What follows belongs to an exercise in optimizing a design on an open flow for small area; a production flow would make more cautious choices. Function was checked by simulation only, so behaviour that the tests miss may differ from the original. The clock port is modelled as an ideal driver; clocking choices that lean on that would not hold on a real chip. Power is estimated from default activity; no workload was simulated.

<file path="flow/design.v">
`timescale 1ns/100ps
module cpu_top
(
    input  logic        clk,
    input  logic        reset,
    input  logic [15:0] mem_rdata,
    output logic [15:0] mem_addr,
    output logic        mem_we,
    output logic [15:0] mem_wdata,
    output logic        halted
);
    localparam logic [1:0] S_INIT = 2'd0, S_EXEC = 2'd1, S_2ND = 2'd2;
    logic [3:0]  ph;
    logic [1:0]  st;
    logic [1:0]  st_nx;
    logic [15:0] r0, r1, r2, r3, r4, r5, r6, r7;
    logic [15:0] pc;
    logic [15:0] mar;
    logic [11:0] ir;
    logic        z, c, pcc;
    wire ph0   = (ph == 4'd0);
    wire ph1   = (ph == 4'd1);
    wire ph15  = (ph == 4'd8);
    wire fetch = (st == S_EXEC) && ph0;
    wire [11:0] ins = fetch ? mem_rdata[15:4] : ir;
    wire [5:0]  op  = ins[11:6];
    wire [2:0]  rx  = ins[5:3];
    wire [2:0]  ry  = ins[2:0];
    wire [7:0] heads = {r7[0], r6[0], r5[0], r4[0], r3[0], r2[0], r1[0], r0[0]};
    wire a = heads[rx];
    wire b = heads[ry];
    wire is_halt = (op == 6'd0);
    wire is_not  = (op == 6'd4);
    wire is_inc  = (op == 6'd5);
    wire is_dec  = (op == 6'd6);
    wire is_and  = (op == 6'd7);
    wire is_or   = (op == 6'd8);
    wire is_xor  = (op == 6'd9);
    wire is_add  = (op == 6'd10);
    wire is_sub  = (op == 6'd12);
    wire is_cmp  = (op == 6'd16);
    wire is_jmp  = (op == 6'd23);
    wire is_jz   = (op == 6'd24);
    wire is_jnz  = (op == 6'd25);
    wire is_mov  = (op == 6'd32);
    wire is_ld   = (op == 6'd33);
    wire is_ldi  = (op == 6'd35);
    wire is_st   = (op == 6'd37);
    wire alu_wr = is_not | is_inc | is_dec | is_and | is_or | is_xor | is_add | is_sub;
    wire flag   = alu_wr | is_cmp;
    wire taken  = is_jmp | (is_jz & z) | (is_jnz & ~z);
    wire skip2  = (is_jz & ~z) | (is_jnz & z);
    wire bb   = is_inc ? 1'b0 : is_dec ? 1'b1 : (is_sub | is_cmp) ? ~b : b;
    wire cin  = ph0 ? (is_inc | is_sub | is_cmp) : c;
    wire sum  = a ^ bb ^ cin;
    wire cout = (a & bb) | (a & cin) | (bb & cin);
    wire [3:0] tt = is_not ? 4'b0011 : is_and ? 4'b1000 : is_or ? 4'b1110 :
                    is_xor ? 4'b0110 : 4'b1010;
    wire lop  = is_not | is_and | is_or | is_xor | is_mov;
    wire res  = lop ? tt[{a, b}] : sum;
    wire two     = (st == S_EXEC) & skip2;
    wire pc_cin  = ph0 ? ~two : (pcc | (ph1 & two));
    wire pc_new  = pc[0] ^ pc_cin;
    wire d = ph0 ? mem_rdata[0] : mar[0];
    logic       pc_in, mar_in, mar_pload, wd, wen, wall;
    logic [2:0] widx;
    logic       z_nx;
    always_comb begin
        pc_in     = pc[0];
        mar_in    = mar[0];
        mar_pload = 1'b0;
        wd        = 1'b0;
        wen       = 1'b0;
        wall      = 1'b0;
        widx      = rx;
        z_nx      = z;
        st_nx     = st;
        if (st == S_INIT) begin
            pc_in  = 1'b0;
            mar_in = 1'b0;
            wall   = 1'b1;
            z_nx   = 1'b0;
            st_nx  = S_EXEC;
        end else if (st == S_EXEC) begin
            if (is_st) begin
                pc_in  = b;
                mar_in = a;
                wen    = 1'b1;
                widx   = ry;
                wd     = pc_new;
            end else if (is_ld) begin
                mar_in = b;
            end else begin
                pc_in  = pc_new;
                mar_in = pc_new;
                if (alu_wr | is_mov) begin
                    wen = 1'b1;
                    wd  = res;
                end
                if (flag)
                    z_nx = (ph0 | z) & ~res;
            end
            if (is_halt | is_st | is_ld | is_ldi | taken)
                st_nx = S_2ND;
            else
                st_nx = S_EXEC;
        end else begin
            st_nx = is_halt ? S_2ND : S_EXEC;
            if (is_st) begin
                pc_in  = b;
                mar_in = b;
                wen    = 1'b1;
                widx   = ry;
                wd     = pc[0];
            end else if (is_ld | is_ldi) begin
                mar_pload = ph0;
                pc_in     = pc_new;
                mar_in    = pc_new;
                wen       = 1'b1;
                wd        = d;
            end else if (~is_halt) begin
                mar_pload = ph0;
                pc_in     = d;
                mar_in    = d;
            end
        end
    end
    wire [7:0] we = {8{wall}} | ({8{wen}} & (8'd1 << widx));
    always_ff @(posedge clk or posedge reset) begin
        if (reset) begin
            ph <= 4'd0;
            st <= S_INIT;
        end else begin
            ph <= {ph[2:0], ph[3] ^ ph[2] ^ (ph[2:0] == 3'b000)};
            if (ph15)
                st <= st_nx;
        end
    end
    always_ff @(posedge clk) begin
        r0  <= {we[0] ? wd : r0[0], r0[15:1]};
        r1  <= {we[1] ? wd : r1[0], r1[15:1]};
        r2  <= {we[2] ? wd : r2[0], r2[15:1]};
        r3  <= {we[3] ? wd : r3[0], r3[15:1]};
        r4  <= {we[4] ? wd : r4[0], r4[15:1]};
        r5  <= {we[5] ? wd : r5[0], r5[15:1]};
        r6  <= {we[6] ? wd : r6[0], r6[15:1]};
        r7  <= {we[7] ? wd : r7[0], r7[15:1]};
        pc  <= {pc_in, pc[15:1]};
        mar <= {mar_in, mar_pload ? mem_rdata[15:1] : mar[15:1]};
        if (fetch)
            ir <= mem_rdata[15:4];
        z   <= z_nx;
        c   <= cout;
        pcc <= pc[0] & pc_cin;
    end
    assign mem_addr  = mar;
    assign mem_wdata = pc;
    assign mem_we    = (st == S_2ND) & is_st & ph0;
    assign halted    = (st == S_2ND) & is_halt;
endmodule
</file>
<file path="flow/flow/run.sh">
#!/bin/bash
# The standard layout (standard.sh) with three changes:
#  - synthesis maps the logic with an area-oriented ABC script (flow/area.abc);
#    everything else in the synthesis script is synth_recipe.tcl unchanged;
#  - port buffers are buf_1 and the clock tree is built from clkbuf_4 without
#    dummy loads; flow/post_cts.tcl upsizes the leaf clock buffers whose
#    flip-flops would see a slow clock edge.
# Each tool's output is in the ORFS logs under orfs/logs; make's own output
# goes to standard.log here.
set -euo pipefail
W=$PWD
{ head -n 1 synth_recipe.tcl
  echo "proc abc {args} { set i [lsearch \$args -script]; if {\$i >= 0} { lset args [expr {\$i + 1}] $W/flow/area.abc }; yosys abc {*}\$args }"
  tail -n +2 synth_recipe.tcl; } > my_synth.tcl
sed "s#$W/synth_recipe.tcl#$W/my_synth.tcl#g" standard.sh > my_standard.sh
grep -q my_synth.tcl my_standard.sh
export BUFFER_PORTS_ARGS="-buffer_cell sky130_fd_sc_hd__buf_1"
export CTS_ARGS="-sink_clustering_enable -repair_clock_nets -dont_use_dummy_load -buf_list {sky130_fd_sc_hd__clkbuf_4}"
export POST_CTS_TCL="$W/flow/post_cts.tcl"
bash my_standard.sh > standard.log 2>&1
</file>
<file path="flow/flow/area.abc">
strash
ifraig
dc2
strash
dch -f
amap
</file>
<file path="flow/flow/post_cts.tcl">
# Upsize the leaf clock buffers whose flip-flops would see too slow a clock
# edge, then legalize the placement again.
estimate_parasitics -placement
set upsized 0
foreach inst [get_cells -filter "ref_name == sky130_fd_sc_hd__clkbuf_4"] {
  set o [get_pins -of_objects $inst -filter "direction == output"]
  set n [get_nets -of_objects $o]
  set mx 0
  foreach p [get_pins -of_objects $n -filter "direction == input"] {
    if {[get_property $p name] ne "CLK"} { continue }
    set s [get_property $p slew_max]
    if {$s > $mx} { set mx $s }
  }
  if {$mx > 0.116} {
    replace_cell $inst sky130_fd_sc_hd__clkbuf_8
    incr upsized
  }
}
puts "post_cts: upsized $upsized clock buffers"
if {$upsized > 0} {
  detailed_placement
  check_placement -verbose
}
</file>
<file path="flow/standard.sh">
#!/bin/bash
# synth_recipe.tcl (not shown) runs the flow's synth.tcl, then flattens the netlist and writes it again
# the make line also repeats each setting of config.mk as NAME=value (left out here)
make -C /OpenROAD-flow-scripts/flow DESIGN_CONFIG=/design/flow/config.mk WORK_HOME=/design/flow/orfs CLKGATE_MAP_FILE= SYNTH_SCRIPT=/design/flow/synth_recipe.tcl "${@:-finish}"
</file>
<file path="flow/config.mk">
export PLATFORM = sky130hd
export DESIGN_NAME = cpu_top
export DESIGN_NICKNAME = cpu_top
export VERILOG_FILES = /design/flow/design.v
export SDC_FILE = /design/flow/constraint.sdc
export NUM_CORES = 4
export LEC_CHECK = 0
export ABC_AREA = 1
export CAP_MARGIN = 20
export CORE_MARGIN = 2
export CORE_UTILIZATION = 45
export PLACE_DENSITY = 0.65
export SLEW_MARGIN = 20
</file>
<file path="flow/constraint.sdc">
create_clock -name core_clock -period 8.0 [get_ports {clk}]
set_input_delay 1.6000 -clock core_clock [delete_from_list [all_inputs] [get_ports {clk}]]
set_output_delay 1.6000 -clock core_clock [all_outputs]
set_load 0.01 [all_outputs]
</file>
==> results of run 1 <==
## power groups by stage
stage          clock network, mW  logic [mW]  registers (mW)
2_1_floorplan                  0       0.283            1.31
3_3_place_gp                   0       0.437            1.31
3_5_place_dp                   0       0.441            1.32
5_1_grt                    0.421       0.507            1.32
6_report                   0.371       0.446            1.29
## cell type report
type	instances	area, sq um	share of cell area, %
clock buffers	17	171	3.22
inverters	32	120	2.26
multi-input cells	175	1010	19.1
flip-flops and latches	181	3650	68.7
well taps	136	170	3.20
repair buffers	51	191	3.60
## flip-flops by register name, summed over array words and instances, names as in the netlist, 4 cells and up
| name | count |
|---|---|
| pc | 16 |
| r1 | 16 |
| r0 | 16 |
| r3 | 16 |
| r7 | 16 |
| ph | 4 |
| r6 | 16 |
| ir | 12 |
| mar | 16 |
| r4 | 16 |
| r2 | 16 |
| r5 | 16 |
## cell usage in the layout, fill, tap and decap left out
master,n
sky130_fd_sc_hd__fa_1,1
sky130_fd_sc_hd__buf_1,51
sky130_fd_sc_hd__o32ai_1,1
sky130_fd_sc_hd__nand2_1,18
sky130_fd_sc_hd__a22o_1,15
sky130_fd_sc_hd__dfxtp_1,175
sky130_fd_sc_hd__o221a_1,1
sky130_fd_sc_hd__o211ai_1,1
sky130_fd_sc_hd__nand4_1,3
sky130_fd_sc_hd__a22oi_1,5
sky130_fd_sc_hd__nand3_1,1
sky130_fd_sc_hd__o31ai_1,1
sky130_fd_sc_hd__or2_0,5
sky130_fd_sc_hd__o21a_1,1
sky130_fd_sc_hd__o22ai_1,28
sky130_fd_sc_hd__ha_1,3
sky130_fd_sc_hd__o21ai_0,18
sky130_fd_sc_hd__clkbuf_8,7
sky130_fd_sc_hd__o311ai_0,1
sky130_fd_sc_hd__nor3_1,4
sky130_fd_sc_hd__a32oi_1,1
sky130_fd_sc_hd__a221oi_1,1
sky130_fd_sc_hd__o221ai_1,1
sky130_fd_sc_hd__nor4_1,5
sky130_fd_sc_hd__clkinv_1,32
sky130_fd_sc_hd__nand2b_1,2
sky130_fd_sc_hd__a21oi_1,16
sky130_fd_sc_hd__or3_1,2
sky130_fd_sc_hd__dfrtp_1,6
sky130_fd_sc_hd__clkbuf_4,10
sky130_fd_sc_hd__nor3_2,1
sky130_fd_sc_hd__a211oi_1,2
sky130_fd_sc_hd__nor2_1,36
sky130_fd_sc_hd__nor2b_1,1
## per-layer routing
metal / GRT usage (%) / up-vias / wire length, um
li1: - / 1476 / -
met1: 20.7 / 1402 / 3870
met2: 21.2 / 89 / 3350
met3: 4.86 / 15 / 543
met4: 6.96 / 0 / 154
met5: 0 / - / 0
## cell families after synthesis
family,after synthesis,share of synthesized area [%]
buffers and inverters,32,2.51
AO/OA/AOI/OAI,93,12.7
adder cells (fa/ha/maj),4,1.20
flip-flops,181,76.4
AND/OR/NAND/NOR,78,7.22
## synth_stat cells (2+ instances only)
cell type and instances:
sky130_fd_sc_hd__a211oi_1 2, sky130_fd_sc_hd__nand4_1 3, sky130_fd_sc_hd__o22ai_1 28, sky130_fd_sc_hd__nand2b_1 2, sky130_fd_sc_hd__or2_0 5, sky130_fd_sc_hd__ha_1 3, sky130_fd_sc_hd__nand2_1 18, sky130_fd_sc_hd__o21ai_0 18
sky130_fd_sc_hd__nor4_1 5, sky130_fd_sc_hd__a22o_1 15, sky130_fd_sc_hd__nor2_1 36, sky130_fd_sc_hd__dfrtp_1 6, sky130_fd_sc_hd__nor3_1 5, sky130_fd_sc_hd__clkinv_1 32, sky130_fd_sc_hd__or3_1 2, sky130_fd_sc_hd__a22oi_1 5
sky130_fd_sc_hd__dfxtp_1 175, sky130_fd_sc_hd__a21oi_1 16
## path summary, 6_finish.rpt
check                                    end  slack (ns)  cells after the start
max in group asynchronous    ph[2]$_DFF_PP0_        6.91                      2
min in group asynchronous  st[1]$_DFFE_PP0N_        0.94                      2
max reg2reg                   r1[15]$_DFF_P_        1.77                     21
min reg2reg                    r3[3]$_DFF_P_        0.29                      0
max                                   mem_we        1.67                     13
min                            r3[3]$_DFF_P_        0.29                      0
==> out/qor.tcl, run 1 <==
set qor(grt_first_pass_wirelength_um) 13300
set qor(path_cells) {clkinv_1, ha_1, nand2b_1, nor2_1, clkinv_1, nor2_1, clkinv_1, o22ai_1, nand4_1, nor2_1, clkinv_1, nor4_1, buf_1}
set qor(criticalPathCategory) {flop to output pin}
set qor(synth_top_flop_cell) {sky130_fd_sc_hd__dfxtp_1}
set qor(postSynthRegisterBits) 181
set qor(cellInternalPower_mw) 1.49
set qor(synth.yosys.seq_area_share_pct) 76.4
set qor(routedWlPerCell_um) 13.4
set qor(globalplace.congestion) 0.890
set qor(fmax_achieved_ghz) 0.158
set qor(finalHoldWorstSlack_ns) 0.294
set qor(synth.yosys.warnings) 1
set qor(dp_hpwl_um) 5640
set qor(syn_area_sq_um) 4780
set qor(report.final.setup_viol) 0
set qor(timing_hold_violations_final) 0
set qor(worst_setup_path_end_kind) {output pin}
set qor(cp_slowest_cell) {sky130_fd_sc_hd__nor2_1}
set qor(post_dp_cell_area_sq_um) 5150
set qor(finalWirelength_um) 7920
set qor(die_width_um) 107
set qor(worst_slack_after_detailed_placement_ns) 1.87
set qor(syn2layout_area_growth_pct) 11.2
set qor(min_period_over_period_pct) 79.1
set qor(cts.clk_slew.worst_paths_ns) 0.11
set qor(power.sequential.fraction_pct) 61.3
set qor(syn_nets) 410
set qor(netlist.top_cell.by_area) {sky130_fd_sc_hd__dfxtp_1}
set qor(drt-initial-drc-count) 200
set qor(timing_worst_slew_pin_value_ns) 0.962
set qor(outcome) {timing/DRC/antenna clean}
set qor(num_rows) 37
set qor(drc) 0
set qor(layout.cell_area.non_filler_sq_um) 5320
set qor(p_per_area_nw_per_um2) 397
set qor(initial_core_util_pct) 46.3
set qor(pin_count_of_the_biggest_net_entering_global_routing) 17
set qor(worstPathArrival_ns) 4.73
set qor(vias_per_cell) 5.04
set qor(maxCapViolCount) 0
set qor(timing.final.crit_period_ns) 6.33
set qor(setup_slack_ns) 1.67
set qor(fin_cells) 592
set qor(tritoncts_clock_tree) {built}
set qor(layout.core_utilization_pct) 51.5
set qor(netlist-cell-type-count) 30
set qor(final.setup.tns_ns) 0
set qor(layout-drive-gt1-share_pct) 3.95
set qor(fp.dieH_um) 107
set qor(power.share.combinational_pct) 21.1
set qor(min_path_type) {flop to flop}
set qor(dieArea_sq_um) 11500
set qor(clkLatencyLatePin_ns) 0.52
set qor(drt_pre_antenna_iters) 4
set qor(syn-mean-instance-area_sq_um) 12.3
set qor(switching_share_pct) 29.5
set qor(number_of_nets_with_antenna_violations_after_routing) 0
set qor(final-max-slew-violation-count) 0
set qor(worst_clock_skew_ns) 0.0355
set qor(post-place-cells) 575
set qor(hold_path_startpoint) {r3[4]$_DFF_P_}
set qor(number_of_enable_type_register_cells_in_the_synthesized_netlist) 0
set qor(postSynthCellCount) 388
set qor(synthTopCellsByArea) {sky130_fd_sc_hd__dfxtp_1 (73%), sky130_fd_sc_hd__o22ai_1 (3.7%), sky130_fd_sc_hd__dfrtp_1 (3.1%)}
set qor(dr_total_vias) 2982
set qor(critical_path.top_delay_family) {simple AND/OR/NAND/NOR gates}
set qor(regToRegStartpoint) {ph[2]$_DFF_PP0_}
set qor(first_global_vias) 2907
set qor(cts.sink_count) 181
set qor(global_route.usage.total_pct) 15.0
set qor(slew_headroom_pct) 35.5
set qor(total_power_mw) 2.11
set qor(nets) 480
set qor(ys_async_sr_fraction_pct) 3.31
set qor(n_fill_cell) 924
set qor(io_buffers) 51
set qor(top_level_ports) 52
set qor(vdd_drop_max_mv) 0.169
set qor(post-synth-top-area-fraction_pct) 73.2
set qor(power.net_switching_mw) 0.623
set qor(core_area_sq_um) 10300
set qor(grt_setup_unrepaired) {false}
set qor(clockPowerShare_pct) 17.6
set qor(crit_path_max_fanout) 13
set qor(cp_most_frequent_cell) {sky130_fd_sc_hd__clkinv_1}
set qor(antenna_found_initial) 0
set qor(worst_stage_delay_on_the_critical_path_ns) 0.72
set qor(critPathLaunch) {ph[2]$_DFF_PP0_}
set qor(critPathBufInv) 5
set qor(worst_ep_required_time_ns) 6.40
set qor(globalRouteOverflowTotal) 0
set qor(sort_of_element_at_the_start_of_the_critical_path) {flop}
set qor(leakagePower_nw) 2.06
set qor(antennaDiodeCount) 0
==> run 2: changes to the inputs <==
--- a/flow/config.mk
+++ b/flow/config.mk
@@ -8,6 +8,6 @@
 export ABC_AREA = 1
 export CAP_MARGIN = 20
 export CORE_MARGIN = 2
-export CORE_UTILIZATION = 45
-export PLACE_DENSITY = 0.65
+export CORE_UTILIZATION = 55
+export PLACE_DENSITY = 0.75
 export SLEW_MARGIN = 20
==> run 2 against run 1 <==
Against the previous run:
- largest power group unchanged
- clock skew fell by 0.0057 ns
- cell area fell by 0.47%
- sequential share of layout area rose by 0.32 points
- largest cell class unchanged
- worst hold slack improved by 0.013 ns
- core utilization rose by 10 points
- global-route usage rose by 2.6 points
- power rose by 0.27%
- still clean on timing, DRC and antenna
- die area fell by 18%
- synthesized cell count did not move
- sequential power barely moved
- critical path depth rose by 1
==> out/qor.tcl, run 2 <==
set qor(worst_hold_path.num_cells) 0
set qor(post-synth-top-count-cell) {sky130_fd_sc_hd__dfxtp_1}
set qor(antennaDiodeCount) 0
set qor(slew_headroom_pct) 43.3
set qor(layout.cell_area.non_filler_sq_um) 5300
set qor(report.final.setup_viol) 0
set qor(clkLatencyLatePin_ns) 0.52
set qor(criticalPathCategory) {flop to output pin}
set qor(globalRouteOverflowTotal) 0
set qor(vdd_drop_max_mv) 0.295
set qor(worst_stage_delay_on_the_critical_path_ns) 0.49
set qor(critPathBufInv) 6
set qor(worst_clock_skew_ns) 0.0298
set qor(synthTopCellsByArea) {sky130_fd_sc_hd__dfxtp_1 (73%), sky130_fd_sc_hd__o22ai_1 (3.7%), sky130_fd_sc_hd__dfrtp_1 (3.1%)}
set qor(cts.clk_slew.worst_paths_ns) 0.11
set qor(layout.core_utilization_pct) 61.6
set qor(final-max-slew-violation-count) 0
set qor(dr_total_vias) 2908
set qor(post-synth-top-area-fraction_pct) 73.2
set qor(dp_hpwl_um) 5510
set qor(dieArea_sq_um) 9460
set qor(setup.reg_to_reg.worst_slack_ns) 2.43
set qor(die_width_um) 97.3
set qor(worstPathArrival_ns) 3.98
set qor(timing_hold_violations_final) 0
set qor(mostFrequentLayoutCells) {sky130_fd_sc_hd__dfxtp_1 (175), sky130_fd_sc_hd__buf_1 (51), sky130_fd_sc_hd__nor2_1 (36), sky130_fd_sc_hd__clkinv_1 (32), sky130_fd_sc_hd__o22ai_1 (28)}
set qor(outcome) {timing/DRC/antenna clean}
set qor(synth_top_flop_cell) {sky130_fd_sc_hd__dfxtp_1}
set qor(critical_path.top_delay_family) {buffers and inverters}
set qor(n_fill_cell) 705
set qor(netlist-cell-type-count) 30
set qor(grt_first_pass_wirelength_um) 13100
set qor(top_level_ports) 52
set qor(number_of_nets_with_antenna_violations_after_routing) 0
set qor(total_power_mw) 2.12
set qor(core_area_sq_um) 8590
set qor(antenna_found_initial) 0
set qor(fmax_achieved_ghz) 0.179
set qor(syn2layout_area_growth_pct) 10.7
set qor(netlist.top_cell.by_area) {sky130_fd_sc_hd__dfxtp_1}
set qor(min_path_type) {flop to flop}
set qor(synth.yosys.seq_area_share_pct) 76.4
set qor(ys_async_sr_fraction_pct) 3.31
set qor(postSynthRegisterBits) 181
set qor(post_synth_most_frequent_cells) {sky130_fd_sc_hd__dfxtp_1 (175), sky130_fd_sc_hd__nor2_1 (36), sky130_fd_sc_hd__clkinv_1 (32)}
set qor(timing.final.crit_period_ns) 5.58
set qor(worst_setup_path_end_kind) {output pin}
set qor(postSynthCellCount) 388
set qor(cp_most_frequent_cell) {sky130_fd_sc_hd__clkinv_1}
set qor(tritoncts_clock_tree) {built}
set qor(initial_core_util_pct) 55.7
set qor(vias_per_cell) 5.14
set qor(drt-initial-drc-count) 197
set qor(worst_ep_required_time_ns) 6.40
set qor(cts.sink_count) 181
set qor(critical_path_depth) 14
set qor(layout-drive-gt1-share_pct) 4.15
set qor(path_cells) {clkinv_1, ha_1, nand2b_1, nor2_1, clkinv_1, nor2_1, buf_4, clkinv_1, o22ai_1, nand4_1, nor2_1, clkinv_1, nor4_1, buf_1}
set qor(final.setup.tns_ns) 0
set qor(syn_nets) 410
set qor(syn_area_sq_um) 4780
set qor(sort_of_element_at_the_start_of_the_critical_path) {flop}
set qor(maxCapViolCount) 0
set qor(reg2reg_depth) 22
set qor(first_global_vias) 2792
set qor(fp.dieH_um) 97.3
set qor(grt_setup_unrepaired) {false}
set qor(synth.yosys.warnings) 1
set qor(pin_count_of_the_biggest_net_entering_global_routing) 17
set qor(crit_path_max_fanout) 13
set qor(finalWirelength_um) 7880
set qor(nets) 482
set qor(global_route.usage.total_pct) 17.6
set qor(drt_pre_antenna_iters) 4
set qor(min_period_over_period_pct) 69.8
set qor(leakagePower_nw) 2.07
set qor(syn-mean-instance-area_sq_um) 12.3
set qor(number_of_enable_type_register_cells_in_the_synthesized_netlist) 0
set qor(timing_worst_slew_pin_value_ns) 0.842
set qor(io_buffers) 51
set qor(post_dp_cell_area_sq_um) 5120
set qor(cp_slowest_cell) {sky130_fd_sc_hd__o22ai_1}
set qor(globalplace.congestion) 0.966
set qor(most_common_library_cell_in_the_layout_ignoring_fill_and_taps) {sky130_fd_sc_hd__dfxtp_1}
set qor(num_rows) 34
set qor(p_per_area_nw_per_um2) 400
set qor(routedWlPerCell_um) 13.9
set qor(drc) 0
## run 2: cell families after synthesis
kind of cell / share of synthesized area (%)
buf+inv: 2.51
simple gates: 7.22
compound gates: 12.7
flops: 76.4
fa+ha+maj: 1.20
## run 2: power breakdown
group          switching [mW]  internal, mW
Clock                   0.238         0.134
Sequential              0.103          1.19
Combinational           0.287         0.163
Total                   0.628          1.49
## run 2: worst register-to-register path, cell delays in order, from the launching register on
cell                       delay (ns)
sky130_fd_sc_hd__dfrtp_1         0.41
sky130_fd_sc_hd__clkinv_1        0.07
sky130_fd_sc_hd__ha_1            0.14
sky130_fd_sc_hd__nand2b_1        0.10
sky130_fd_sc_hd__nor2_1          0.23
sky130_fd_sc_hd__clkinv_1        0.24
sky130_fd_sc_hd__nor2_1          0.18
sky130_fd_sc_hd__buf_4           0.21
sky130_fd_sc_hd__clkinv_1        0.30
sky130_fd_sc_hd__o22ai_1         0.43
sky130_fd_sc_hd__clkinv_1        0.26
sky130_fd_sc_hd__o22ai_1         0.18
sky130_fd_sc_hd__a22oi_1         0.09
sky130_fd_sc_hd__o22ai_1         0.37
sky130_fd_sc_hd__clkinv_1        0.26
sky130_fd_sc_hd__a22oi_1         0.23
sky130_fd_sc_hd__o22ai_1         0.12
sky130_fd_sc_hd__fa_1            0.53
sky130_fd_sc_hd__nand2_1         0.04
sky130_fd_sc_hd__o21ai_0         0.11
sky130_fd_sc_hd__nor2_1          0.06
sky130_fd_sc_hd__o21ai_0         0.68
sky130_fd_sc_hd__a21oi_1         0.19
## run 2: worst paths after layout
path                                      start                 to
worst min-delay path             r5[14]$_DFF_P_     r5[13]$_DFF_P_
worst max-delay path            ph[2]$_DFF_PP0_             mem_we
max in group asynchronous                 reset    ph[3]$_DFF_PP0_
worst max register to register  ph[2]$_DFF_PP0_     r6[15]$_DFF_P_
min in group asynchronous                 reset  st[0]$_DFFE_PP0N_
worst min register to register   r5[14]$_DFF_P_     r5[13]$_DFF_P_
## run 2: area by class of cell
| type | count | area, sq um | share of cell area, % |
|---|---|---|---|
| flip-flops and latches | 181 | 3650 | 69.0 |
| multi-input cells | 175 | 1010 | 19.1 |
| repair buffers | 53 | 206 | 3.90 |
| clock buffers | 17 | 171 | 3.24 |
| well taps | 108 | 135 | 2.55 |
| inverters | 32 | 120 | 2.27 |
## run 2: routing by layer
metal	part of all wire, %	track usage [%]	up-vias	wire length, um
met1	50	24.5	1326	3980
met5	0	0	-	0
li1	-	-	1474	-
met2	42	25.0	98	3290
met3	6.3	6.40	10	493
met4	1.5	7.26	0	119
## run 2: through the flow
step	worst slack (ns)	hold slack, ns	instances
floorplan	3.13	0.310	388
global placement	2.66	0.310	549
detailed placement	2.55	0.312	549
global route	1.89	0.319	566
finish	2.42	0.307	566
==> run 3: changes to the inputs <==
--- a/flow/config.mk
+++ b/flow/config.mk
@@ -8,6 +8,5 @@
 export ABC_AREA = 1
 export CAP_MARGIN = 20
 export CORE_MARGIN = 2
-export CORE_UTILIZATION = 55
-export PLACE_DENSITY = 0.75
+export CORE_UTILIZATION = 40
 export SLEW_MARGIN = 20
==> run 3 against run 2 <==
Against the previous run:
- still clean on timing, DRC and antenna
- worst hold slack lost 0.019 ns
- sequential share of layout area shrank 0.44 points
- fmax shrank 14%
- synthesized cell count is the same
- die area grew 36%
- combinational power shrank 2%
- critical path depth shrank 1
- core utilization shrank 16 points
- highest routed layer unchanged
==> out/qor.tcl, run 3 <==
set qor(min_period_over_period_pct) 81.0
set qor(maxCapViolCount) 0
set qor(regToRegStartpoint) {ph[2]$_DFF_PP0_}
set qor(number_of_enable_type_register_cells_in_the_synthesized_netlist) 0
set qor(path_cells) {clkinv_1, ha_1, nand2b_1, nor2_1, clkinv_1, nor2_1, clkinv_1, o22ai_1, nand4_1, nor2_1, clkinv_1, nor4_1, buf_1}
set qor(slew_headroom_pct) 33.6
set qor(crit_path_max_fanout) 13
set qor(cts.sink_count) 181
set qor(timing.final.crit_period_ns) 6.48
set qor(antenna_found_initial) 0
set qor(fp.dieH_um) 113
set qor(die_width_um) 113
set qor(critPathLaunch) {ph[2]$_DFF_PP0_}
set qor(outcome) {timing/DRC/antenna clean}
set qor(top_level_ports) 52
set qor(number_of_nets_with_antenna_violations_after_routing) 0
set qor(netlist.top_cell.by_area) {sky130_fd_sc_hd__dfxtp_1}
set qor(syn-mean-instance-area_sq_um) 12.3
set qor(hold_path_startpoint) {r5[4]$_DFF_P_}
set qor(layout.core_utilization_pct) 46.1
set qor(post-synth-top-area-fraction_pct) 73.2
set qor(fmax_achieved_ghz) 0.154
set qor(globalRouteOverflowTotal) 0
set qor(worst_stage_delay_on_the_critical_path_ns) 0.77
set qor(n_fill_cell) 1100
set qor(sort_of_element_at_the_start_of_the_critical_path) {flop}
set qor(cp_slowest_cell) {sky130_fd_sc_hd__nor2_1}
set qor(first_global_vias) 2772
set qor(pin_count_of_the_biggest_net_entering_global_routing) 17
set qor(global_route.usage.total_pct) 13.3
set qor(worst_ep_required_time_ns) 6.40
set qor(syn_area_sq_um) 4780
set qor(grt_first_pass_wirelength_um) 13300
set qor(initial_core_util_pct) 41.4
set qor(post-synth-top-count-cell) {sky130_fd_sc_hd__dfxtp_1}
set qor(dp_hpwl_um) 5700
set qor(io_buffers) 51
set qor(most_common_library_cell_in_the_layout_ignoring_fill_and_taps) {sky130_fd_sc_hd__dfxtp_1}
set qor(cp_most_frequent_cell) {sky130_fd_sc_hd__clkinv_1}
set qor(worstPathArrival_ns) 4.88
set qor(setup.reg_to_reg.worst_slack_ns) 1.84
set qor(worst_setup_path_end_kind) {output pin}
set qor(worst_clock_skew_ns) 0.0419
set qor(num_rows) 39
set qor(finalWirelength_um) 8040
set qor(critical_path.top_delay_family) {simple AND/OR/NAND/NOR gates}
set qor(setup_slack_ns) 1.52
set qor(globalplace.congestion) 0.881
set qor(mostFrequentLayoutCells) {sky130_fd_sc_hd__dfxtp_1 (175), sky130_fd_sc_hd__buf_1 (51), sky130_fd_sc_hd__nor2_1 (36), sky130_fd_sc_hd__clkinv_1 (32), sky130_fd_sc_hd__o22ai_1 (28)}
set qor(postSynthCellCount) 388
set qor(critPathBufInv) 5
set qor(min_path_type) {flop to flop}
set qor(post_synth_most_frequent_cells) {sky130_fd_sc_hd__dfxtp_1 (175), sky130_fd_sc_hd__nor2_1 (36), sky130_fd_sc_hd__clkinv_1 (32)}
set qor(syn2layout_area_growth_pct) 11.4
set qor(reg2reg_depth) 21
set qor(tritoncts_clock_tree) {built}
set qor(report.final.setup_viol) 0
set qor(vdd_drop_max_mv) 0.217
set qor(routedWlPerCell_um) 13.4
set qor(worst_r2r_endpoint) {r2[15]$_DFF_P_}
set qor(cts.clk_slew.worst_paths_ns) 0.11
set qor(drt_pre_antenna_iters) 4
set qor(layout-drive-gt1-share_pct) 3.95
set qor(drc) 0
set qor(final-max-slew-violation-count) 0
set qor(leakagePower_nw) 2.06
set qor(synth.yosys.seq_area_share_pct) 76.4
set qor(postSynthRegisterBits) 181
set qor(vias_per_cell) 4.85
set qor(clkLatencyLatePin_ns) 0.53
set qor(timing_hold_violations_final) 0
set qor(dieArea_sq_um) 12800
set qor(timing_worst_slew_pin_value_ns) 0.990
set qor(dr_total_vias) 2904
set qor(ys_async_sr_fraction_pct) 3.31
set qor(criticalPathCategory) {flop to output pin}
set qor(synth.yosys.warnings) 1
set qor(synthTopCellsByArea) {sky130_fd_sc_hd__dfxtp_1 (73%), sky130_fd_sc_hd__o22ai_1 (3.7%), sky130_fd_sc_hd__dfrtp_1 (3.1%)}
set qor(core_area_sq_um) 11600
set qor(netlist-cell-type-count) 30
set qor(antennaDiodeCount) 0
set qor(worst_slack_after_detailed_placement_ns) 1.88
set qor(hold_end) {r5[3]$_DFF_P_}
set qor(drt-initial-drc-count) 182
set qor(nets) 480
set qor(syn_nets) 410
set qor(final.setup.tns_ns) 0
set qor(grt_setup_unrepaired) {false}
set qor(worst_hold_path.num_cells) 0
set qor(synth_top_flop_cell) {sky130_fd_sc_hd__dfxtp_1}
set qor(p_per_area_nw_per_um2) 396
==> run 3: cell count changes in the layout (fill, tap and decap cells not counted) <==
cell / before / now
sky130_fd_sc_hd__buf_4: 2 / 0
sky130_fd_sc_hd__nor3_1: 5 / 4
sky130_fd_sc_hd__nor3_2: 0 / 1
==> run 3: stage by stage <==
stage | cells | hold WS, ns | cell area (sq um) | power (mW)
after floorplan | 388 | 0.310 | 4780 | 1.59
after global placement | 582 | 0.311 | 5160 | 1.75
after detailed placement | 582 | 0.312 | 5160 | 1.76
after global routing | 599 | 0.288 | 5330 | 2.27
final | 599 | 0.288 | 5330 | 2.11
==> run 3: how the worst max path moves through the flow <==
stage | endpoint | depth (start not counted)
2_1_floorplan | mar[0]$_DFF_P_ | 16
3_3_place_gp | r0[15]$_DFF_P_ | 21
6_report | mem_we | 13
5_1_grt | mem_we | 13
3_5_place_dp | r0[15]$_DFF_P_ | 21
==> run 3: worst reg2reg max path, delay by kind of cell (launching register included) <==
family	cells	cell delay (ns)
AND/OR/NAND/NOR	5	1.19
AO/OA/AOI/OAI	9	2.35
flip-flops	1	0.41
buffers and inverters	5	1.39
adder cells (fa/ha/maj)	2	0.67
==> run 3: power breakdown <==
group / switching [mW] / internal, mW / leakage, nW
combinational: 0.282 / 0.163 / 0.434
clock: 0.238 / 0.134 / 0.0963
sequential: 0.103 / 1.19 / 1.53
==> run 3: cell type report <==
cell class	instances	area (sq um)	area share [%]
clock buffers	17	171	3.22
inverters	32	120	2.25
multi-input cells	175	1010	19.0
flip-flops and latches	181	3650	68.5
well taps	143	179	3.36
repair buffers	51	191	3.59
==> run 3: kinds of logic after synthesis <==
logic type	after synthesis	share of synthesized area, %
buf+inv	32	2.51
simple gates	78	7.22
compound gates	93	12.7
flops	181	76.4
fa+ha+maj	4	1.20
==> run 3: layer usage <==
layer | GRT usage (%) | wire length (um)
met2 | 19.1 | 3400
met4 | 5.53 | 91
met5 | 0 | 0
met1 | 18.7 | 4140
met3 | 4.28 | 411
==> run 4: changes to the inputs <==
--- a/flow/design.v
+++ b/flow/design.v
@@ -15,7 +15,7 @@
     logic [1:0]  st_nx;
     logic [15:0] r0, r1, r2, r3, r4, r5, r6, r7;
     logic [15:0] pc;
-    logic [15:0] mar;
+    logic [15:0] t;
     logic [11:0] ir;
     logic        z, c, pcc;
     wire ph0   = (ph == 4'd0);
@@ -58,45 +58,35 @@
                     is_xor ? 4'b0110 : 4'b1010;
     wire lop  = is_not | is_and | is_or | is_xor | is_mov;
     wire res  = lop ? tt[{a, b}] : sum;
+    wire s_2nd = (st == S_2ND);
     wire two     = (st == S_EXEC) & skip2;
-    wire pc_cin  = ph0 ? ~two : (pcc | (ph1 & two));
+    wire inc0    = (st == S_EXEC) ? ~skip2 : ~is_st;
+    wire pc_cin  = ph0 ? inc0 : (pcc | (ph1 & two));
     wire pc_new  = pc[0] ^ pc_cin;
-    wire d = ph0 ? mem_rdata[0] : mar[0];
-    logic       pc_in, mar_in, mar_pload, wd, wen, wall;
-    logic [2:0] widx;
+    wire t_load = ph0 & ~(s_2nd & is_st);
+    wire d      = t_load ? mem_rdata[0] : t[0];
+    logic       pc_in, wd, wen, wall;
     logic       z_nx;
     always_comb begin
-        pc_in     = pc[0];
-        mar_in    = mar[0];
-        mar_pload = 1'b0;
-        wd        = 1'b0;
+        pc_in     = pc_new;
+        wd        = res;
         wen       = 1'b0;
         wall      = 1'b0;
-        widx      = rx;
         z_nx      = z;
-        st_nx     = st;
         if (st == S_INIT) begin
             pc_in  = 1'b0;
-            mar_in = 1'b0;
+            wd     = 1'b0;
             wall   = 1'b1;
             z_nx   = 1'b0;
             st_nx  = S_EXEC;
         end else if (st == S_EXEC) begin
-            if (is_st) begin
-                pc_in  = b;
-                mar_in = a;
+            if (is_st | is_ld) begin
+                pc_in  = is_st ? a : b;
                 wen    = 1'b1;
-                widx   = ry;
                 wd     = pc_new;
-            end else if (is_ld) begin
-                mar_in = b;
             end else begin
-                pc_in  = pc_new;
-                mar_in = pc_new;
-                if (alu_wr | is_mov) begin
+                if (alu_wr | is_mov)
                     wen = 1'b1;
-                    wd  = res;
-                end
                 if (flag)
                     z_nx = (ph0 | z) & ~res;
             end
@@ -107,25 +97,22 @@
         end else begin
             st_nx = is_halt ? S_2ND : S_EXEC;
             if (is_st) begin
-                pc_in  = b;
-                mar_in = b;
+                pc_in  = a;
                 wen    = 1'b1;
-                widx   = ry;
-                wd     = pc[0];
-            end else if (is_ld | is_ldi) begin
-                mar_pload = ph0;
-                pc_in     = pc_new;
-                mar_in    = pc_new;
-                wen       = 1'b1;
-                wd        = d;
+                wd     = pc_new;
+            end else if (is_ld) begin
+                pc_in  = a;
+                wen    = 1'b1;
+                wd     = d;
+            end else if (is_ldi) begin
+                wen    = 1'b1;
+                wd     = d;
             end else if (~is_halt) begin
-                mar_pload = ph0;
-                pc_in     = d;
-                mar_in    = d;
+                pc_in  = d;
             end
         end
     end
-    wire [7:0] we = {8{wall}} | ({8{wen}} & (8'd1 << widx));
+    wire [7:0] we = {8{wall}} | ({8{wen}} & (8'd1 << rx));
     always_ff @(posedge clk or posedge reset) begin
         if (reset) begin
             ph <= 4'd0;
@@ -146,15 +133,15 @@
         r6  <= {we[6] ? wd : r6[0], r6[15:1]};
         r7  <= {we[7] ? wd : r7[0], r7[15:1]};
         pc  <= {pc_in, pc[15:1]};
-        mar <= {mar_in, mar_pload ? mem_rdata[15:1] : mar[15:1]};
+        t   <= {b, t_load ? mem_rdata[15:1] : t[15:1]};
         if (fetch)
             ir <= mem_rdata[15:4];
         z   <= z_nx;
         c   <= cout;
         pcc <= pc[0] & pc_cin;
     end
-    assign mem_addr  = mar;
-    assign mem_wdata = pc;
+    assign mem_addr  = pc;
+    assign mem_wdata = t;
     assign mem_we    = (st == S_2ND) & is_st & ph0;
     assign halted    = (st == S_2ND) & is_halt;
 endmodule
==> run 4 against run 3 <==
Against the previous run:
- via count shrank 1.1%
- clock skew fell by 0.010 ns
- still clean
- largest cell class unchanged
- sequential share of layout area up 0.54 points
- fmax shrank 5.5%
- register-to-register slack got worse by 0.15 ns
- sequential power down 7%
- synthesized cell count down 3.1%
==> out/qor.tcl, run 4 <==
set qor(final-max-slew-violation-count) 0
set qor(number_of_nets_with_antenna_violations_after_routing) 0
set qor(syn_area_sq_um) 4750
set qor(synth.yosys.warnings) 1
set qor(syn2layout_area_growth_pct) 11.4
set qor(postSynthRegisterBits) 181
set qor(global_route.usage.total_pct) 13.1
set qor(antenna_found_initial) 0
set qor(leakagePower_nw) 2.03
set qor(io_buffers) 51
set qor(globalplace.congestion) 0.798
set qor(syn-mean-instance-area_sq_um) 12.6
set qor(dp_hpwl_um) 5370
set qor(cts.sink_count) 181
set qor(tritoncts_clock_tree) {built}
set qor(maxCapViolCount) 0
set qor(dr_total_vias) 2873
set qor(total_power_mw) 1.88
set qor(multi_input_comb_area_sq_um) 953
set qor(die_width_um) 113
set qor(timing_worst_slew_pin_value_ns) 0.827
set qor(core_area_sq_um) 11500
set qor(fmax_achieved_ghz) 0.146
set qor(clkLatencyLatePin_ns) 0.52
set qor(ys_async_sr_fraction_pct) 3.31
set qor(layout-drive-gt1-share_pct) 4.04
set qor(number_of_enable_type_register_cells_in_the_synthesized_netlist) 0
set qor(sort_of_element_at_the_start_of_the_critical_path) {flop}
set qor(first_global_vias) 2624
set qor(drt_pre_antenna_iters) 17
set qor(grt_first_pass_wirelength_um) 13000
set qor(post-place-cells) 571
set qor(netlist.top_cell.by_area) {sky130_fd_sc_hd__dfxtp_1}
set qor(min_path_type) {flop to flop}
set qor(worst_stage_delay_on_the_critical_path_ns) 0.68
set qor(fin_cells) 588
set qor(synth.yosys.seq_area_share_pct) 77.0
set qor(setup.reg_to_reg.worst_slack_ns) 1.69
set qor(n_fill_cell) 1087
set qor(crit_path_max_fanout) 13
set qor(post-synth-top-area-fraction_pct) 73.8
set qor(globalRouteOverflowTotal) 0
set qor(timing_hold_violations_final) 0
set qor(finalWirelength_um) 7850
set qor(p_per_area_nw_per_um2) 356
set qor(report.final.setup_viol) 0
set qor(drc) 0
set qor(routedWlPerCell_um) 13.3
set qor(synthTopCellsByArea) {sky130_fd_sc_hd__dfxtp_1 (74%), sky130_fd_sc_hd__dfrtp_1 (3.2%), sky130_fd_sc_hd__clkinv_1 (2.9%)}
set qor(grt_setup_unrepaired) {false}
set qor(post-synth-top-count-cell) {sky130_fd_sc_hd__dfxtp_1}
set qor(slew_headroom_pct) 44.7
set qor(final.setup.tns_ns) 0
set qor(pin_count_of_the_biggest_net_entering_global_routing) 18
set qor(layout.cell_area.non_filler_sq_um) 5290
set qor(cts.clk_slew.worst_paths_ns) 0.10
set qor(vias_per_cell) 4.89
set qor(timing.final.crit_period_ns) 6.85
set qor(drt-initial-drc-count) 235
set qor(worst_ep_required_time_ns) 6.40
set qor(fp.dieH_um) 113
set qor(most_common_library_cell_in_the_layout_ignoring_fill_and_taps) {sky130_fd_sc_hd__dfxtp_1}
set qor(vdd_drop_max_mv) 0.152
set qor(mostFrequentLayoutCells) {sky130_fd_sc_hd__dfxtp_1 (175), sky130_fd_sc_hd__buf_1 (51), sky130_fd_sc_hd__clkinv_1 (37), sky130_fd_sc_hd__nor2_1 (28), sky130_fd_sc_hd__o22ai_1 (18)}
set qor(post_dp_cell_area_sq_um) 5120
set qor(worst_clock_skew_ns) 0.0319
set qor(criticalPathCategory) {flop to output pin}
set qor(worst_setup_path_end_kind) {output pin}
set qor(num_rows) 39
set qor(min_period_over_period_pct) 85.7
set qor(initial_core_util_pct) 41.2
set qor(netlist-cell-type-count) 34
set qor(post_synth_most_frequent_cells) {sky130_fd_sc_hd__dfxtp_1 (175), sky130_fd_sc_hd__clkinv_1 (37), sky130_fd_sc_hd__nor2_1 (28)}
set qor(antennaDiodeCount) 0
set qor(postSynthCellCount) 376
set qor(cp_most_frequent_cell) {sky130_fd_sc_hd__clkinv_1}
set qor(layout.area.seq_sq_um) 3650
set qor(syn_nets) 398
set qor(synth_top_flop_cell) {sky130_fd_sc_hd__dfxtp_1}
set qor(worstPathArrival_ns) 5.25
set qor(nets) 469
set qor(outcome) {timing/DRC/antenna clean}
set qor(dieArea_sq_um) 12800
set qor(top_level_ports) 52
set qor(cp_slowest_cell) {sky130_fd_sc_hd__nor2_1}
set qor(path_cells) {clkinv_1, ha_1, clkinv_1, nor2_1, clkinv_1, nor2_1, clkinv_1, o22ai_1, nand2_1, nor3_1, clkinv_1, nor2_1, clkinv_1, nor4_1, buf_1}
[run 4: cell types whose count changed in the layout (fill, tap and decap cells not counted), sizes merged, moves of 2 or more]
| cell | change |
|---|---|
| a22oi | -2 |
| nor2 | -8 |
| a31oi | +11 |
| o22ai | -10 |
| o21ai | -2 |
| or2 | -2 |
| nand2b | -2 |
| o21a | +3 |
| a21oi | -12 |
| clkinv | +5 |
| nor3 | +2 |
[run 4: logic make-up after synthesis]
logic type | after synthesis | synth area share, %
AND/OR/NAND/NOR | 70 | 6.67
AO/OA/AOI/OAI | 84 | 12.2
buffers and inverters | 37 | 2.93
flip-flops | 181 | 77.0
adder cells (fa/ha/maj) | 4 | 1.21
[run 4: per-layer routing]
metal	vias to the layer above	share of wire, %	GRT usage, %
met5	-	0	0
met1	1316	51	19.1
li1	1438	-	-
met2	114	41	17.9
met3	5	6.9	4.71
met4	0	0.93	4.72
[run 4: worst paths after layout]
check | cells past startpoint | startpoint | endpoint
min in group asynchronous | 2 | reset | ph[3]$_DFF_PP0_
worst min-delay path | 0 | r1[8]$_DFF_P_ | r1[7]$_DFF_P_
max in group asynchronous | 2 | reset | ph[0]$_DFF_PP0_
worst max register to register | 20 | ph[2]$_DFF_PP0_ | r0[15]$_DFF_P_
worst min register to register | 0 | r1[8]$_DFF_P_ | r1[7]$_DFF_P_
worst max-delay path | 15 | ph[2]$_DFF_PP0_ | mem_we
[run 4: critical path, delay by kind of cell (launching register included)]
family	cells	cell delay (ns)
AND/OR/NAND/NOR	6	2.14
buffers and inverters	7	1.46
AO/OA/AOI/OAI	1	0.58
flip-flops	1	0.41
adder cells (fa/ha/maj)	1	0.15
[run 4: final cells by class]
cell class,count,share of cell area (%)
clock buffers,17,3.12
multi-input cells,158,18.0
inverters,37,2.63
repair buffers,52,3.76
well taps,143,3.38
flip-flops and latches,181,69.1
[run 4: stage by stage]
step,hold slack (ns),utilization (%),setup slack (ns)
after floorplan,0.310,-,2.69
after global placement,0.310,44.5,2.04
after detailed placement,0.312,44.5,1.67
after global routing,0.302,45.9,0.373
final,0.309,45.9,1.15
[run 4: power by group]
| part | switching [mW] | total (mW) | internal (mW) |
|---|---|---|---|
| clock | 0.243 | 0.372 | 0.129 |
| sequential | 0.0695 | 1.20 | 1.13 |
| combinational | 0.207 | 0.312 | 0.105 |
| total | 0.519 | 1.88 | 1.36 |
==> run 5: changes to the inputs <==
==> flow/flow/area.abc (replaced) <==
strash
dc2
balance
rewrite
refactor
balance
rewrite
rewrite -z
balance
refactor -z
rewrite -z
balance
dch -f
amap
==> run 5 against run 4 <==
Against the previous run:
- synthesized area fell by 0.79%
- synthesized cell count is 2.1% lower
- sequential share of layout area rose by 0.065 points
- critical path depth unchanged
- critical endpoint unchanged
- power is 0.66% higher
- clock power is essentially flat
- clock-buffer cell count unchanged
- still clean
==> out/qor.tcl, run 5 <==
set qor(timing_worst_slew_pin_value_ns) 0.685
set qor(worst_ep_required_time_ns) 6.40
set qor(global_route.usage.total_pct) 13.4
set qor(antennaDiodeCount) 0
set qor(final.setup.tns_ns) 0
set qor(sort_of_element_at_the_start_of_the_critical_path) {flop}
set qor(regToRegStartpoint) {ph[2]$_DFF_PP0_}
set qor(hold_end) {r4[10]$_DFF_P_}
set qor(num_rows) 39
set qor(crit_path_max_fanout) 13
set qor(pin_count_of_the_biggest_net_entering_global_routing) 18
set qor(grt_setup_unrepaired) {false}
set qor(initial_core_util_pct) 41.1
set qor(report.final.setup_viol) 0
set qor(tritoncts_clock_tree) {built}
set qor(post-synth-top-count-cell) {sky130_fd_sc_hd__dfxtp_1}
set qor(netlist-cell-type-count) 31
set qor(setup_slack_ns) 2.08
set qor(syn-mean-instance-area_sq_um) 12.8
set qor(final-max-slew-violation-count) 0
set qor(globalRouteOverflowTotal) 0
set qor(clkLatencyLatePin_ns) 0.53
set qor(worstPathArrival_ns) 4.32
set qor(maxCapViolCount) 0
set qor(io_buffers) 51
set qor(min_path_type) {flop to flop}
set qor(drt_pre_antenna_iters) 4
set qor(cp_slowest_cell) {sky130_fd_sc_hd__o22ai_1}
set qor(n_fill_cell) 1041
set qor(die_width_um) 112
set qor(postSynthRegisterBits) 181
set qor(dr_total_vias) 2768
set qor(syn_nets) 390
set qor(antenna_found_initial) 0
set qor(worst_slack_after_detailed_placement_ns) 2.02
set qor(criticalPathCategory) {flop to output pin}
set qor(post_synth_most_frequent_cells) {sky130_fd_sc_hd__dfxtp_1 (175), sky130_fd_sc_hd__clkinv_1 (30), sky130_fd_sc_hd__nor2_1 (30)}
set qor(number_of_nets_with_antenna_violations_after_routing) 0
set qor(vias_per_cell) 4.76
set qor(routedWlPerCell_um) 13.5
set qor(worst_stage_delay_on_the_critical_path_ns) 0.65
set qor(netlist.top_cell.by_area) {sky130_fd_sc_hd__dfxtp_1}
set qor(path_cells) {clkinv_1, ha_1, clkinv_1, nor2_1, clkinv_1, nor2_1, buf_4, clkinv_1, o22ai_1, nand2_1, nor4_1, buf_4, nand2_1, nor4_1, buf_1}
set qor(cts.sink_count) 181
set qor(mostFrequentLayoutCells) {sky130_fd_sc_hd__dfxtp_1 (175), sky130_fd_sc_hd__buf_1 (51), sky130_fd_sc_hd__clkinv_1 (30), sky130_fd_sc_hd__nor2_1 (30), sky130_fd_sc_hd__o22ai_1 (20)}
set qor(worst_r2r_endpoint) {r4[15]$_DFF_P_}
set qor(syn_area_sq_um) 4710
set qor(critPathBufInv) 7
set qor(postSynthCellCount) 368
set qor(dp_hpwl_um) 5410
set qor(synthTopCellsByArea) {sky130_fd_sc_hd__dfxtp_1 (74%), sky130_fd_sc_hd__dfrtp_1 (3.2%), sky130_fd_sc_hd__o22a_1 (3.0%)}
set qor(hold_path_startpoint) {r4[11]$_DFF_P_}
set qor(vdd_drop_max_mv) 0.205
set qor(worst_setup_path_end_kind) {output pin}
set qor(post-synth-top-area-fraction_pct) 74.4
set qor(most_common_library_cell_in_the_layout_ignoring_fill_and_taps) {sky130_fd_sc_hd__dfxtp_1}
set qor(dieArea_sq_um) 12700
set qor(top_level_ports) 52
set qor(finalWirelength_um) 7840
set qor(synth.yosys.warnings) 1
set qor(first_global_vias) 2666
set qor(globalplace.congestion) 0.841
set qor(leakagePower_nw) 2.02
set qor(reg2reg_depth) 21
set qor(grt_first_pass_wirelength_um) 13100
set qor(core_area_sq_um) 11500
set qor(cp_most_frequent_cell) {sky130_fd_sc_hd__clkinv_1}
set qor(synth_top_flop_cell) {sky130_fd_sc_hd__dfxtp_1}
set qor(setup.reg_to_reg.worst_slack_ns) 2.27
set qor(ys_async_sr_fraction_pct) 3.31
set qor(number_of_enable_type_register_cells_in_the_synthesized_netlist) 0
set qor(min_period_over_period_pct) 74.0
set qor(layout-drive-gt1-share_pct) 5.01
set qor(synth.yosys.seq_area_share_pct) 77.6
set qor(worst_hold_path.num_cells) 0
set qor(timing.final.crit_period_ns) 5.92
set qor(finalHoldWorstSlack_ns) 0.304
set qor(critical_path.top_delay_family) {simple AND/OR/NAND/NOR gates}
set qor(worst_clock_skew_ns) 0.0298
set qor(cts.clk_slew.worst_paths_ns) 0.10
set qor(p_per_area_nw_per_um2) 358
set qor(outcome) {timing/DRC/antenna clean}
set qor(slew_headroom_pct) 54.3
set qor(total_power_mw) 1.89
set qor(drc) 0
set qor(nets) 463
set qor(fmax_achieved_ghz) 0.169
set qor(drt-initial-drc-count) 138
set qor(timing_hold_violations_final) 0
set qor(fp.dieH_um) 112
set qor(syn2layout_area_growth_pct) 12.2
-- run 5: changes by cell type in the layout (fill, tap and decap cells not counted), sizes merged, moves of 3 or more --
cell / delta
nand2: -3
o21ai: +3
o22a: +16
clkinv: -7
a31oi: -9
a21oi: +8
a22o: -15
-- run 5: worst max path at each step --
| stage | start | endpoint | depth (start not counted) |
|---|---|---|---|
| global placement | ph[2]$_DFF_PP0_ | r0[15]$_DFF_P_ | 21 |
| finish | ph[2]$_DFF_PP0_ | mem_we | 15 |
| floorplan | ph[2]$_DFF_PP0_ | r0[15]$_DFF_P_ | 18 |
| global route | ph[2]$_DFF_PP0_ | r4[15]$_DFF_P_ | 21 |
| detailed placement | ph[2]$_DFF_PP0_ | r4[15]$_DFF_P_ | 21 |
-- run 5: per-stage QoR --
stage / cell area [sq um] / util (%) / std cells
after floorplan: 4710 / - / 368
after global placement: 5110 / 44.5 / 565
after detailed placement: 5110 / 44.5 / 565
after global routing: 5280 / 46.1 / 582
final: 5280 / 46.1 / 582
-- run 5: power breakdown --
part	total (mW)	switching (mW)	internal [mW]
clock network	0.374	0.240	0.134
logic	0.322	0.203	0.119
registers	1.20	0.0736	1.12
-- run 5: logic make-up (layout without fill, tap and decap cells) --
logic type / after synthesis / count (layout) / share of synthesized area (%)
AOI/OAI and AO/OA: 87 / 87 / 12.5
adders and majority gates: 4 / 4 / 1.22
DFF: 181 / 181 / 77.6
and+or+nand+nor: 66 / 66 / 6.27
buffers and inverters: 30 / 101 / 2.39
-- run 5: final cells by class --
class | instances | area [sq um] | area share [%]
inverters | 30 | 113 | 2.13
well taps | 143 | 179 | 3.39
multi-input cells | 157 | 953 | 18.0
repair buffers | 54 | 214 | 4.05
clock buffers | 17 | 171 | 3.24
flip-flops and latches | 181 | 3650 | 69.1
-- run 5: metal layers --
layer	wire, um	part of all wire (%)	vias to the layer above	global-route usage, %
met2	3160	40	80	18.4
met3	542	6.9	12	4.64
met5	0	0	-	0
met4	127	1.6	0	6.42
li1	-	-	1411	-
met1	4010	51	1265	19.0
-- run 5: worst register-to-register path, delay by kind of cell, from the launching register on --
| family | cells | cell delay [ns] |
|---|---|---|
| AO/OA/AOI/OAI | 6 | 2.21 |
| adder cells (fa/ha/maj) | 1 | 0.14 |
| buffers and inverters | 8 | 1.70 |
| flip-flops | 1 | 0.41 |
| AND/OR/NAND/NOR | 6 | 1.09 |
==> run 6: changes to the inputs <==
--- a/flow/design.v
+++ b/flow/design.v
@@ -30,15 +30,6 @@
     wire a = heads[rx];
     wire b = heads[ry];
     wire is_halt = (op == 6'd0);
-    wire is_not  = (op == 6'd4);
-    wire is_inc  = (op == 6'd5);
-    wire is_dec  = (op == 6'd6);
-    wire is_and  = (op == 6'd7);
-    wire is_or   = (op == 6'd8);
-    wire is_xor  = (op == 6'd9);
-    wire is_add  = (op == 6'd10);
-    wire is_sub  = (op == 6'd12);
-    wire is_cmp  = (op == 6'd16);
     wire is_jmp  = (op == 6'd23);
     wire is_jz   = (op == 6'd24);
     wire is_jnz  = (op == 6'd25);
@@ -46,24 +37,39 @@
     wire is_ld   = (op == 6'd33);
     wire is_ldi  = (op == 6'd35);
     wire is_st   = (op == 6'd37);
-    wire alu_wr = is_not | is_inc | is_dec | is_and | is_or | is_xor | is_add | is_sub;
-    wire flag   = alu_wr | is_cmp;
-    wire taken  = is_jmp | (is_jz & z) | (is_jnz & ~z);
-    wire skip2  = (is_jz & ~z) | (is_jnz & z);
-    wire bb   = is_inc ? 1'b0 : is_dec ? 1'b1 : (is_sub | is_cmp) ? ~b : b;
-    wire cin  = ph0 ? (is_inc | is_sub | is_cmp) : c;
-    wire sum  = a ^ bb ^ cin;
-    wire cout = (a & bb) | (a & cin) | (bb & cin);
-    wire [3:0] tt = is_not ? 4'b0011 : is_and ? 4'b1000 : is_or ? 4'b1110 :
-                    is_xor ? 4'b0110 : 4'b1010;
-    wire lop  = is_not | is_and | is_or | is_xor | is_mov;
-    wire res  = lop ? tt[{a, b}] : sum;
+    wire is_cmp  = (op == 6'd16);
+    wire alu_wr  = (op[5:2] == 4'b0001) | (op[5:2] == 4'b0010 & ~(op[1] & op[0])) |
+                   (op == 6'd12);         
+    wire flag    = alu_wr | is_cmp;
+    wire taken   = is_jmp | (is_jz & z) | (is_jnz & ~z);
+    wire skip2   = (is_jz & ~z) | (is_jnz & z);
+    wire g_lo   = ~op[5] & ~op[4] & ~op[3];      
+    wire g_hi   = ~op[5] & ~op[4] & op[3];       
+    wire a_mov  = op[5];
+    wire a_not  = g_lo & ~op[1] & ~op[0];
+    wire a_inc  = g_lo & ~op[1] & op[0];
+    wire a_dec  = g_lo & op[1] & ~op[0];
+    wire a_and  = g_lo & op[1] & op[0];
+    wire a_or   = g_hi & ~op[2] & ~op[1] & ~op[0];
+    wire a_xor  = g_hi & ~op[2] & ~op[1] & op[0];
+    wire a_sub  = op[4] | (g_hi & op[2]);       
+    wire s_st   = op[5] & op[2];                
+    wire s_ld   = op[5] & ~op[2] & ~op[1];      
+    wire s_ldi  = op[5] & op[1];                
+    wire s_halt = ~op[5] & ~op[4];              
+    wire aa   = a & ~a_mov;
+    wire bb   = a_inc ? 1'b0 : (a_dec | a_not) ? 1'b1 : a_sub ? ~b : b;
+    wire brk  = a_not | a_and | a_or | a_xor | a_mov;
+    wire cin  = (ph0 | brk) ? (a_inc | a_sub | a_or) : c;
+    wire sum  = aa ^ bb ^ cin;
+    wire cout = (aa & bb) | (aa & cin) | (bb & cin);
+    wire res  = (a_and | a_or) ? cout : sum;
     wire s_2nd = (st == S_2ND);
     wire two     = (st == S_EXEC) & skip2;
-    wire inc0    = (st == S_EXEC) ? ~skip2 : ~is_st;
+    wire inc0    = (st == S_EXEC) ? ~skip2 : ~s_st;
     wire pc_cin  = ph0 ? inc0 : (pcc | (ph1 & two));
     wire pc_new  = pc[0] ^ pc_cin;
-    wire t_load = ph0 & ~(s_2nd & is_st);
+    wire t_load = ph0 & ~(s_2nd & s_st);
     wire d      = t_load ? mem_rdata[0] : t[0];
     logic       pc_in, wd, wen, wall;
     logic       z_nx;
@@ -95,19 +101,19 @@
             else
                 st_nx = S_EXEC;
         end else begin
-            st_nx = is_halt ? S_2ND : S_EXEC;
-            if (is_st) begin
+            st_nx = s_halt ? S_2ND : S_EXEC;
+            if (s_st) begin
                 pc_in  = a;
                 wen    = 1'b1;
                 wd     = pc_new;
-            end else if (is_ld) begin
+            end else if (s_ld) begin
                 pc_in  = a;
                 wen    = 1'b1;
                 wd     = d;
-            end else if (is_ldi) begin
+            end else if (s_ldi) begin
                 wen    = 1'b1;
                 wd     = d;
-            end else if (~is_halt) begin
+            end else if (~s_halt) begin
                 pc_in  = d;
             end
         end
@@ -142,6 +148,6 @@
     end
     assign mem_addr  = pc;
     assign mem_wdata = t;
-    assign mem_we    = (st == S_2ND) & is_st & ph0;
-    assign halted    = (st == S_2ND) & is_halt;
+    assign mem_we    = s_2nd & s_st & ph0;
+    assign halted    = s_2nd & s_halt;
 endmodule
==> run 6 against run 5 <==
Against the previous run:
- global-route usage is 0.27 points lower
- first-iteration DRC count is 2.9% lower
- die area is 0.74% lower
- clock-buffer cell count stayed put
- routed wire length is 0.74% lower
- final cell count is 1.7% lower
- clock power is 3% lower
- non-clock buffer count is 2 lower
- synthesized area is 0.77% lower
- largest cell class unchanged
==> out/qor.tcl, run 6 <==
set qor(report.final.setup_viol) 0
set qor(tritoncts_clock_tree) {built}
set qor(cts.sink_count) 181
set qor(criticalPathCategory) {flop to output pin}
set qor(syn-mean-instance-area_sq_um) 13.0
set qor(worstSetupEndpoint) {mem_we}
set qor(dp_hpwl_um) 5440
set qor(postSynthRegisterBits) 181
set qor(worst_clock_skew_ns) 0.0351
set qor(maxCapViolCount) 0
set qor(regToRegStartpoint) {ph[2]$_DFF_PP0_}
set qor(min_path_type) {flop to flop}
set qor(syn_nets) 382
set qor(synth.yosys.warnings) 1
set qor(drt_pre_antenna_iters) 4
set qor(io_buffers) 51
set qor(initial_core_util_pct) 40.9
set qor(most_common_library_cell_in_the_layout_ignoring_fill_and_taps) {sky130_fd_sc_hd__dfxtp_1}
set qor(setup.reg_to_reg.worst_slack_ns) 2.23
set qor(p_per_area_nw_per_um2) 247
set qor(layout.core_utilization_pct) 45.7
set qor(number_of_nets_with_antenna_violations_after_routing) 0
set qor(min_period_over_period_pct) 76.4
set qor(syn2layout_area_growth_pct) 11.6
set qor(cts.clk_slew.worst_paths_ns) 0.11
set qor(num_rows) 39
set qor(synthTopCellsByArea) {sky130_fd_sc_hd__dfxtp_1 (75%), sky130_fd_sc_hd__dfrtp_1 (3.2%), sky130_fd_sc_hd__o22a_1 (3.0%)}
set qor(first_global_vias) 2584
set qor(die_width_um) 112
set qor(worst_ep_required_time_ns) 6.40
set qor(number_of_enable_type_register_cells_in_the_synthesized_netlist) 0
set qor(final-max-slew-violation-count) 0
set qor(netlist.top_cell.by_area) {sky130_fd_sc_hd__dfxtp_1}
set qor(synth_top_flop_cell) {sky130_fd_sc_hd__dfxtp_1}
set qor(cp_slowest_cell) {sky130_fd_sc_hd__nor2_1}
set qor(vdd_drop_max_mv) 0.117
set qor(sort_of_element_at_the_start_of_the_critical_path) {flop}
set qor(drt-initial-drc-count) 134
set qor(fmax_achieved_ghz) 0.164
set qor(synth.yosys.seq_area_share_pct) 78.2
set qor(netlist-cell-type-count) 29
set qor(grt_setup_unrepaired) {false}
set qor(top_level_ports) 52
set qor(crit_path_max_fanout) 14
set qor(critPathBufInv) 6
set qor(pin_count_of_the_biggest_net_entering_global_routing) 18
set qor(drc) 0
set qor(antennaDiodeCount) 0
set qor(layout-drive-gt1-share_pct) 4.43
set qor(postSynthCellCount) 360
set qor(vias_per_cell) 4.90
set qor(post-synth-top-area-fraction_pct) 75.0
set qor(critical_path.top_delay_family) {buffers and inverters}
set qor(routedWlPerCell_um) 13.6
set qor(critPathLaunch) {ph[2]$_DFF_PP0_}
set qor(worst_setup_path_end_kind) {output pin}
set qor(final.setup.tns_ns) 0
set qor(syn_area_sq_um) 4670
set qor(ys_async_sr_fraction_pct) 3.31
set qor(total_power_mw) 1.29
set qor(fp.dieH_um) 112
set qor(worst_stage_delay_on_the_critical_path_ns) 0.73
set qor(outcome) {timing/DRC/antenna clean}
set qor(globalplace.congestion) 0.867
set qor(cp_most_frequent_cell) {sky130_fd_sc_hd__clkinv_1}
set qor(grt_first_pass_wirelength_um) 12700
set qor(timing_worst_slew_pin_value_ns) 0.924
set qor(leakagePower_nw) 1.96
set qor(timing_hold_violations_final) 0
set qor(n_fill_cell) 1064
set qor(globalRouteOverflowTotal) 0
set qor(antenna_found_initial) 0
set qor(finalWirelength_um) 7780
set qor(mostFrequentLayoutCells) {sky130_fd_sc_hd__dfxtp_1 (175), sky130_fd_sc_hd__buf_1 (51), sky130_fd_sc_hd__clkinv_1 (28), sky130_fd_sc_hd__nor2_1 (25), sky130_fd_sc_hd__o22ai_1 (19)}
set qor(reg2reg_depth) 20
set qor(global_route.usage.total_pct) 13.2
set qor(dr_total_vias) 2800
set qor(post-synth-top-count-cell) {sky130_fd_sc_hd__dfxtp_1}
set qor(hold_path_startpoint) {r0[12]$_DFF_P_}
set qor(post_synth_most_frequent_cells) {sky130_fd_sc_hd__dfxtp_1 (175), sky130_fd_sc_hd__clkinv_1 (28), sky130_fd_sc_hd__nor2_1 (25)}
set qor(worstPathArrival_ns) 4.51
set qor(critical_path_depth) 12
set qor(clkLatencyLatePin_ns) 0.54
set qor(core_area_sq_um) 11400
set qor(slew_headroom_pct) 38.2
set qor(dieArea_sq_um) 12600
set qor(nets) 453
set qor(timing.final.crit_period_ns) 6.11
set qor(worst_r2r_endpoint) {r6[15]$_DFF_P_}
set qor(path_cells) {clkinv_1, ha_1, clkinv_1, nor2_1, clkinv_1, nor2_1, clkinv_1, o22ai_1, clkinv_1, nand2_1, nor4_1, buf_1}
==> run 6: cell types whose count changed after synthesis, moves of 3 or more <==
cell / change
sky130_fd_sc_hd__a31oi_1: +8
sky130_fd_sc_hd__nor4_1: -3
sky130_fd_sc_hd__nand2_1: +3
sky130_fd_sc_hd__a21oi_1: -5
sky130_fd_sc_hd__o221ai_1: +4
sky130_fd_sc_hd__nand3_1: +5
sky130_fd_sc_hd__o21a_1: -3
sky130_fd_sc_hd__nor2_1: -5
==> run 6: worst min path at each step <==
stage | cells past startpoint | to | slack, ns
finish | 0 | r0[11]$_DFF_P_ | 0.30
global route | 0 | r0[11]$_DFF_P_ | 0.31
detailed placement | 0 | r6[9]$_DFF_P_ | 0.31
global placement | 0 | r4[0]$_DFF_P_ | 0.31
floorplan | 0 | r0[0]$_DFF_P_ | 0.31
==> run 6: metrics by stage <==
stage / instance area, sq um / setup WS [ns] / hold WS, ns / instances
2_1_floorplan: 4670 / 3.47 / 0.310 / 360
3_3_place_gp: 5050 / 2.41 / 0.310 / 555
3_5_place_dp: 5050 / 2.26 / 0.312 / 555
5_1_grt: 5210 / 1.45 / 0.306 / 572
6_report: 5210 / 1.89 / 0.301 / 572
==> run 6: power by group <==
| group | internal [mW] | switching (mW) |
|---|---|---|
| combinational | 0.00697 | 0.00756 |
| clock | 0.124 | 0.241 |
| sequential | 0.905 | 0.00201 |
| total | 1.04 | 0.250 |
==> run 6: area by class of cell <==
class	instances	area [sq um]	area share [%]
tap	143	179	3.43
sequential	181	3650	70.1
multi-input combinational	151	918	17.6
timing repair buffer	52	199	3.82
clock buffer	17	159	3.05
inverter	28	105	2.02
==> run 6: logic make-up after synthesis <==
logic type | count (synthesis) | share of synthesized area [%]
simple gates | 61 | 5.65
compound gates | 86 | 12.7
fa+ha+maj | 4 | 1.23
buf+inv | 28 | 2.25
flops | 181 | 78.2
==> run 6: metal layers <==
layer	part of all wire, %	GRT usage [%]	vias up	routed length, um
met3	6.4	5.08	11	496
met4	1.4	6.50	0	108
met5	0	0	-	0
met2	42	18.6	79	3250
met1	50	17.7	1320	3920
li1	-	-	1390	-

separate check: timing with driven ports:
In the flow no input, the clock included, has a driving cell. The finished layouts below were timed again as built, in two steps.
Step 1: set_driving_cell puts a clkbuf_16 on clk and a buf_2 on each other input, an assumption about the parent block.
Step 2 also shifts input and output timing later by t, the mid clock arrival at the registers, as if the neighbouring blocks saw the same clock.
a / b / c = no drivers / after step 1 / after step 2; a / b = the first two.
| run | t, ns | slack for setup (ns) | hold WS [ns] | cell pins on the clock port's net |
|---|---|---|---|---|
| run 1 | 0.536 | 1.672 / 1.641 / 1.771 | 0.294 / 0.294 / 0.294 | 1 |
| run 2 | 0.530 | 2.418 / 2.386 / 2.432 | 0.307 / 0.307 / 0.307 | 1 |
| run 3 | 0.541 | 1.521 / 1.489 / 1.838 | 0.288 / 0.288 / 0.288 | 1 |
| run 4 | 0.532 | 1.148 / 1.116 / 1.648 | 0.309 / 0.309 / 0.309 | 1 |
| run 5 | 0.544 | 2.080 / 2.051 / 2.274 | 0.304 / 0.304 / 0.304 | 1 |
| run 6 | 0.552 | 1.888 / 1.857 / 2.231 | 0.301 / 0.301 / 0.301 | 1 |
After both steps setup and hold are still met in every run listed.
